What follows belongs to an exercise in optimizing a design on an open flow for small area and few clock cycles; a production flow would make more cautious choices.
Only simulation tests tie the RTL to the original design; equivalence was not proved.
No activity file was given, so power comes from the tool's default toggle rates.

<file path="flow/config.mk">
export PLATFORM = sky130hd
export DESIGN_NAME = lm96570_cfg_seq
export DESIGN_NICKNAME = lm96570_cfg_seq
export VERILOG_FILES = /design/flow/design.v
export SDC_FILE = /design/flow/constraint.sdc
export NUM_CORES = 4
export LEC_CHECK = 0
export CAP_MARGIN = 20
export CORE_MARGIN = 2
export CORE_UTILIZATION = 50
export SLEW_MARGIN = 20
</file>
<file path="flow/constraint.sdc">
create_clock -name core_clock -period 5.0 [get_ports {CLK}]
set_input_delay 1.0000 -clock core_clock [delete_from_list [all_inputs] [get_ports {CLK}]]
set_output_delay 1.0000 -clock core_clock [all_outputs]
set_load 0.01 [all_outputs]
</file>
<file path="flow/design.v">
package lm96570_pkg;
  localparam int DATA_WIDTH = 70;
  localparam int NBIT_WIDTH = 8;
  localparam int DEPTH      = 16;
  localparam int ADDR_W     = 4;
  localparam logic [1:0] ERR_OK       = 2'b00;
  localparam logic [1:0] ERR_MISMATCH = 2'b01;
  localparam logic [1:0] ERR_TIMEOUT  = 2'b10;
  typedef enum logic [8:0] {
    S_IDLE    = 9'b000000001,
    S_LOAD    = 9'b000000010,
    S_ISSUE_W = 9'b000000100,
    S_WAIT_W  = 9'b000001000,
    S_ISSUE_R = 9'b000010000,
    S_WAIT_R  = 9'b000100000,
    S_CHECK   = 9'b001000000,
    S_NEXT    = 9'b010000000,
    S_FINISH  = 9'b100000000
  } seq_state_t;
  typedef struct packed {
    logic [NBIT_WIDTH-1:0] nbit;
    logic [DATA_WIDTH-1:0] data;
  } tbl_entry_t;
endpackage
import lm96570_pkg::*;
module lm96570_cfg_table
(
  input  logic                    CLK,
  input  logic                    we,
  input  logic [ADDR_W-1:0]       waddr,
  input  lm96570_pkg::tbl_entry_t wdata,
  input  logic [ADDR_W-1:0]       raddr,
  output lm96570_pkg::tbl_entry_t rdata
);
  logic [NBIT_WIDTH+DATA_WIDTH-1:0] mem [0:DEPTH-1];
  always_ff @(posedge CLK) begin
    if (we) mem[waddr] <= wdata;
    rdata <= mem[raddr];
  end
endmodule
import lm96570_pkg::*;
module lm96570_cfg_seq
#(
  parameter int RW_BIT      = 0,
  parameter int HDR_BITS    = 6,
  parameter int TIMEOUT_CYC = 1024
) (
  input  logic                  CLK,
  input  logic                  RESET,
  input  logic                  TBL_WE,
  input  logic [ADDR_W-1:0]     TBL_ADDR,
  input  logic [DATA_WIDTH-1:0] TBL_DATA,
  input  logic [NBIT_WIDTH-1:0] TBL_NBIT,
  input  logic                  GO,
  input  logic                  VERIFY_EN,
  input  logic [ADDR_W:0]       NUM_ENTRIES,
  output logic                  BUSY,
  output logic                  DONE,
  output logic [1:0]            ERR_CODE,
  output logic [ADDR_W-1:0]     ERR_IDX,
  output logic                  SPI_START,
  output logic [DATA_WIDTH-1:0] SPI_DATA,
  output logic [NBIT_WIDTH-1:0] SPI_NBIT,
  input  logic                  SPI_DONE,
  input  logic [DATA_WIDTH-1:0] SPI_RD_DATA
);
  localparam int TMR_W = $clog2(TIMEOUT_CYC) + 1;
  localparam logic [TMR_W-1:0] TMO_LIMIT   = TMR_W'(TIMEOUT_CYC);
  localparam logic [ADDR_W:0]  MAX_ENTRIES = DEPTH[ADDR_W:0];
  lm96570_pkg::seq_state_t state;
  logic [ADDR_W-1:0]     index;
  logic [ADDR_W-1:0]     rd_addr;
  logic [ADDR_W:0]       num_q;
  logic                  verify_q;
  logic [TMR_W-1:0]      timer;
  logic                  done_q;
  logic                  done_evt;
  logic [DATA_WIDTH-1:0] exp_data;
  logic [DATA_WIDTH-1:0] cmp_mask;
  lm96570_pkg::tbl_entry_t wr_entry;
  lm96570_pkg::tbl_entry_t rd_entry;
  assign wr_entry.nbit = TBL_NBIT;
  assign wr_entry.data = TBL_DATA;
  lm96570_cfg_table u_table (
    .CLK   (CLK),
    .we    (TBL_WE),
    .waddr (TBL_ADDR),
    .wdata (wr_entry),
    .raddr (rd_addr),
    .rdata (rd_entry)
  );
  always_comb begin
    rd_addr = index;
    if (state == S_IDLE)      rd_addr = '0;
    else if (state == S_NEXT) rd_addr = index + 1'b1;
  end
  assign done_evt = SPI_DONE & ~done_q;
  always_comb begin
    cmp_mask = '0;
    for (int i = 0; i < DATA_WIDTH; i++)
      cmp_mask[i] = (i < 32'(SPI_NBIT)) && (i >= HDR_BITS);
  end
  always_ff @(posedge CLK or posedge RESET) begin
    if (RESET) begin
      state         <= S_IDLE;
      index         <= '0;
      num_q         <= '0;
      verify_q      <= 1'b0;
      timer         <= '0;
      done_q        <= 1'b0;
      exp_data      <= '0;
      BUSY          <= 1'b0;
      DONE          <= 1'b0;
      ERR_CODE      <= ERR_OK;
      ERR_IDX       <= '0;
      SPI_START <= 1'b0;
      SPI_DATA  <= '0;
      SPI_NBIT  <= '0;
    end else begin
      done_q        <= SPI_DONE;
      DONE          <= 1'b0;
      SPI_START <= 1'b0;
      case (state)
        S_IDLE: begin
          if (GO) begin
            verify_q <= VERIFY_EN;
            num_q    <= (NUM_ENTRIES > MAX_ENTRIES) ? MAX_ENTRIES : NUM_ENTRIES;
            ERR_CODE <= ERR_OK;
            ERR_IDX  <= '0;
            index    <= '0;
            if (NUM_ENTRIES == '0) begin
              DONE  <= 1'b1;
              state <= S_FINISH;
            end else begin
              BUSY  <= 1'b1;
              state <= S_LOAD;
            end
          end
        end
        S_LOAD: begin
          SPI_DATA  <= rd_entry.data;
          SPI_NBIT  <= rd_entry.nbit;
          exp_data      <= rd_entry.data;
          SPI_START <= 1'b1;
          state         <= S_ISSUE_W;
        end
        S_ISSUE_W, S_ISSUE_R: begin
          timer <= '0;
          state <= (state == S_ISSUE_W) ? S_WAIT_W : S_WAIT_R;
        end
        S_WAIT_W, S_WAIT_R: begin
          if (done_evt) begin
            if (state == S_WAIT_R) begin
              state <= S_CHECK;
            end else if (verify_q) begin
              SPI_DATA[RW_BIT] <= 1'b1;
              SPI_START        <= 1'b1;
              state                <= S_ISSUE_R;
            end else begin
              state <= S_NEXT;
            end
          end else if (timer >= TMO_LIMIT) begin
            ERR_CODE <= ERR_TIMEOUT;
            ERR_IDX  <= index;
            BUSY     <= 1'b0;
            DONE     <= 1'b1;
            state    <= S_FINISH;
          end else begin
            timer <= timer + 1'b1;
          end
        end
        S_CHECK: begin
          if (((SPI_RD_DATA ^ exp_data) & cmp_mask) != '0) begin
            ERR_CODE <= ERR_MISMATCH;
            ERR_IDX  <= index;
            BUSY     <= 1'b0;
            DONE     <= 1'b1;
            state    <= S_FINISH;
          end else begin
            state <= S_NEXT;
          end
        end
        S_NEXT: begin
          index <= index + 1'b1;
          if (({1'b0, index} + 1'b1) == num_q) begin
            BUSY  <= 1'b0;
            DONE  <= 1'b1;
            state <= S_FINISH;
          end else begin
            state <= S_LOAD;
          end
        end
        S_FINISH: begin
          BUSY  <= 1'b0;
          state <= S_IDLE;
        end
        default: state <= S_IDLE;
      endcase
    end
  end
endmodule
</file>
<file path="flow/run.sh">
#!/bin/bash
# synth_recipe.tcl (not shown) runs the flow's synth.tcl, then flattens the netlist and writes it again
# the make line also repeats each setting of config.mk as NAME=value (left out here)
make -C /OpenROAD-flow-scripts/flow DESIGN_CONFIG=/design/flow/config.mk WORK_HOME=/design/flow/orfs CLKGATE_MAP_FILE= SYNTH_SCRIPT=/design/flow/synth_recipe.tcl finish
</file>
==> run summary <==
-- cells in the mapped netlist, types with 8 or more instances --
master / n
nand2_1: 1516
edfxtp_1: 1248
nand3_1: 631
a21oi_1: 181
buf_2: 121
dfrtp_1: 117
nor3_1: 96
nand4_1: 86
clkbuf_1: 85
dfxtp_1: 78
xor2_1: 63
o21ai_0: 52
nor2_1: 42
buf_4: 36
buf_1: 17
inv_1: 15
nand2b_1: 15
xnor2_1: 15
or3_1: 8
-- final cells by class --
| type | count | area [µm²] | area share |
|---|---|---|---|
| Clock buffer | 226 | 4350 | 0.0660 |
| Sequential cell | 1444 | 42000 | 0.638 |
| Tap cell | 1500 | 1880 | 0.0285 |
| Antenna cell | 3 | 7.51 | 0.000114 |
| Inverter | 16 | 67.6 | 0.00103 |
| Clock inverter | 53 | 548 | 0.00832 |
| Timing Repair Buffer | 352 | 3850 | 0.0585 |
| Multi-Input combinational cell | 2812 | 13100 | 0.200 |
-- tightest hold or removal path: cells and delay by family (launching register included) --
family	cells	cell delay, ns
simple gates	2	0.09
flops	1	0.30
-- logic make-up after synthesis --
logic type | after synthesis | share of synthesized area
fa+ha+maj | 4 | 0.000889
xor+xnor | 78 | 0.0121
mux | 10 | 0.00187
compound gates | 287 | 0.0284
flops | 1444 | 0.746
simple gates | 2433 | 0.186
buf+inv | 282 | 0.0247
-- final timing paths --
| path | start | end | slack (ns) | cells past startpoint |
|---|---|---|---|---|
| worst min-delay path | u_table.rdata[24]$_DFF_P_ | exp_data[24]$_DFFE_PP0P_ | 0.41 | 2 |
| min in group asynchronous | RESET | exp_data[2]$_DFFE_PP0P_ | 0.76 | 2 |
| worst max-delay path | state[3]$_DFFE_PP0P_ | u_table.rdata[66]$_DFF_P_ | 0.93 | 10 |
| worst min register to register | u_table.rdata[24]$_DFF_P_ | exp_data[24]$_DFFE_PP0P_ | 0.41 | 2 |
| worst max register to register | state[3]$_DFFE_PP0P_ | u_table.rdata[66]$_DFF_P_ | 0.93 | 10 |
| max in group asynchronous | RESET | exp_data[55]$_DFFE_PP0P_ | 3.21 | 3 |
-- flip-flops by register name, summed over array words and instances, names as in the netlist --
name and count:
ERR_CODE 2, u_table.mem 1248, verify_q 1, timer 11
BUSY 1, u_table.rdata 78, SPI_NBIT 8, ERR_IDX 4
num_q 5, state 9, SPI_DATA 1, index 4
SPI_START 1, DONE 1, exp_data 69, done_q 1
-- power breakdown --
part           total [µW]  internal (µW)  switching (µW)
sequential          14200          13600             579
clock               11100           6530            4530
combinational        3150           1170            1970
total               28400          21400            7090
-- per-layer routing --
layer,track usage,wire [µm],vias to the layer above,share of wire
met5,0,79,-,0.00050
met2,0.402,69800,1521,0.44
met4,0.0560,2180,12,0.014
li1,-,-,16600,-
met1,0.408,69400,18200,0.44
met3,0.0643,15500,184,0.099
-- per-stage QoR --
step                      utilization  area, µm²  total power (µW)  std cells  setup TNS, ns
after floorplan                     -      56400             15600       4538         -83.01
after global placement          0.544      60900             17500       6124              0
after global routing            0.588      65800             29300       6404              0
final                           0.588      65800             28400       6406              0
after CTS                       0.588      65800             28500       6403              0
after detailed placement        0.544      60900             17500       6124              0
==> out/results.ini <==
[layout]
fill_cells=9064
drive_above_1_share=0.0744
mostFrequentLayoutCell=nand2_1
nets=4943
syn2layout_area_growth_pct=16.9
most-common-layout-cells=1516 x nand2_1, 1248 x edfxtp_1, 631 x nand3_1, 243 x clkdlybuf4s50_1, 180 x a21oi_1

[hold_path]
hp-class=reg -> reg

[synthesis]
ys_seq_area_frac=0.746
ys_types=69
ys_warn_count=2
avgSynthCellArea_um2=12.4
yosysTopAreaCell=edfxtp_1
mappedNetlistNets=4705
synth_flop_cell=edfxtp_1
netlist.area_leader.share=0.665
synth-edff-count=1248
syn_area_um2=56300
synth_seq_cells=1444
netlist_top_cells_area=edfxtp_1 67%, nand2_1 10%, nand3_1 5.6%
synthCells=4538
async_reset_ff_frac=0.0817

[clocking]
htree_levels=4
cts_hold_buf=0
clkTransAtPathRegs_ns=0.06
post_cts_resized=0
numCtsBuffers=150
cts_setup_buffers=0
clock-root-buffer=clkbuf_16
cts_tree=built
numClockSinks=1444
cts_buffer_depth=3
insertion_delay_ns=0.75

[global_route]
antenna_found_initial=12
grt_max_degree=108
grt_overflow=0
grt_pass1_vias=34500
grtUsageTotal=0.270
grt_pass1_wl_mm=230

[job]
cap_violations=0

[floorplan]
start_util=0.503
die_h_um=340
die_width_um=340
core-area_um2=112000
pin_count=250
rows=123
dieArea_um2=115000

[setup_path]
path_buf_inv=2
worstPathRequired_ns=5.65
cp.arrival_ns=4.71
crit_chain=or4_1 -> or3_4 -> a2bb2oi_1 -> o21ai_4 -> buf_12 -> buf_4 -> nand2_1 -> nand3_1 -> nand4_1 -> nor3_1
endpoint_kind=register
slowest_stage=o21ai_4
cpPeakStageDelay_ns=0.78
worstSetupStartpointType=register
path_class=reg -> reg
cp_max_fo=76
cp_top_family=simple AND/OR/NAND/NOR gates

[routing]
ant_nets=0
post_drt_wl_per_cell_um=24.5
drt-initial-drc-count=4383
vias_per_cell=5.70
dr_total_vias=36500
drcViolationCount=0
totalWireLength_mm=157
firstDrtPassIters=5

[timing]
setup_ws_ns=0.932
fmaxAchievable_ghz=0.246
finalSetupViolCount=0
hold_viol=0
max_slew_margin=0.288
report.final.slew_viol_count=0
clock_skew_ns=0.0201
tightest_slew_ns=1.07
rsz0062_at_grt=no
fin_crit_sh=0.814
fin_crit_ns=4.07
timing.hold.ws_ns=0.412

[placement]
dpl.hpwl_mm=86.4
place.gp.congestion=0.846
pre_cts_ws_ns=1.00
port-buffer-count=243

[pwr]
p_leak_uw=0.0234
ir_worst_vdd_v=0.000381
power.density_nw_per_um2=432

[outcome]
status=timing/DRC/antenna clean

Testbench counts, summed over its fixed seeds: cycles 60,526.

==> re-timing with driven ports <==
The flow's constraints put no driver on any port. The routed layout listed below was extracted and timed again, unchanged, in two steps.
Step 1, drivers: a clkbuf_16 drives CLK and a buf_2 each remaining input, both assumed.
Step 2 adds t to the input delays and takes it off the output delays; t is the mean of the earliest and latest rising clock arrival at the registers after step 1. Input paths then give back, and output paths get back, about the clock's delay inside the block.
Three values: no drivers, after step 1, after step 2; two values: the first two.
t (ns): 0.819
slack for setup (ns): 0.932 / 0.932 / 0.932
hold slack, ns: 0.412 / 0.412 / 0.412
worst register clock-pin slew, ns: 0.07 / 0.07
pins driven straight from the clock port: 1
After both steps this run still meets setup and hold. For this run, drivers alone change the setup slack by 0.000 ns; drivers and shift together by 0.000 ns.
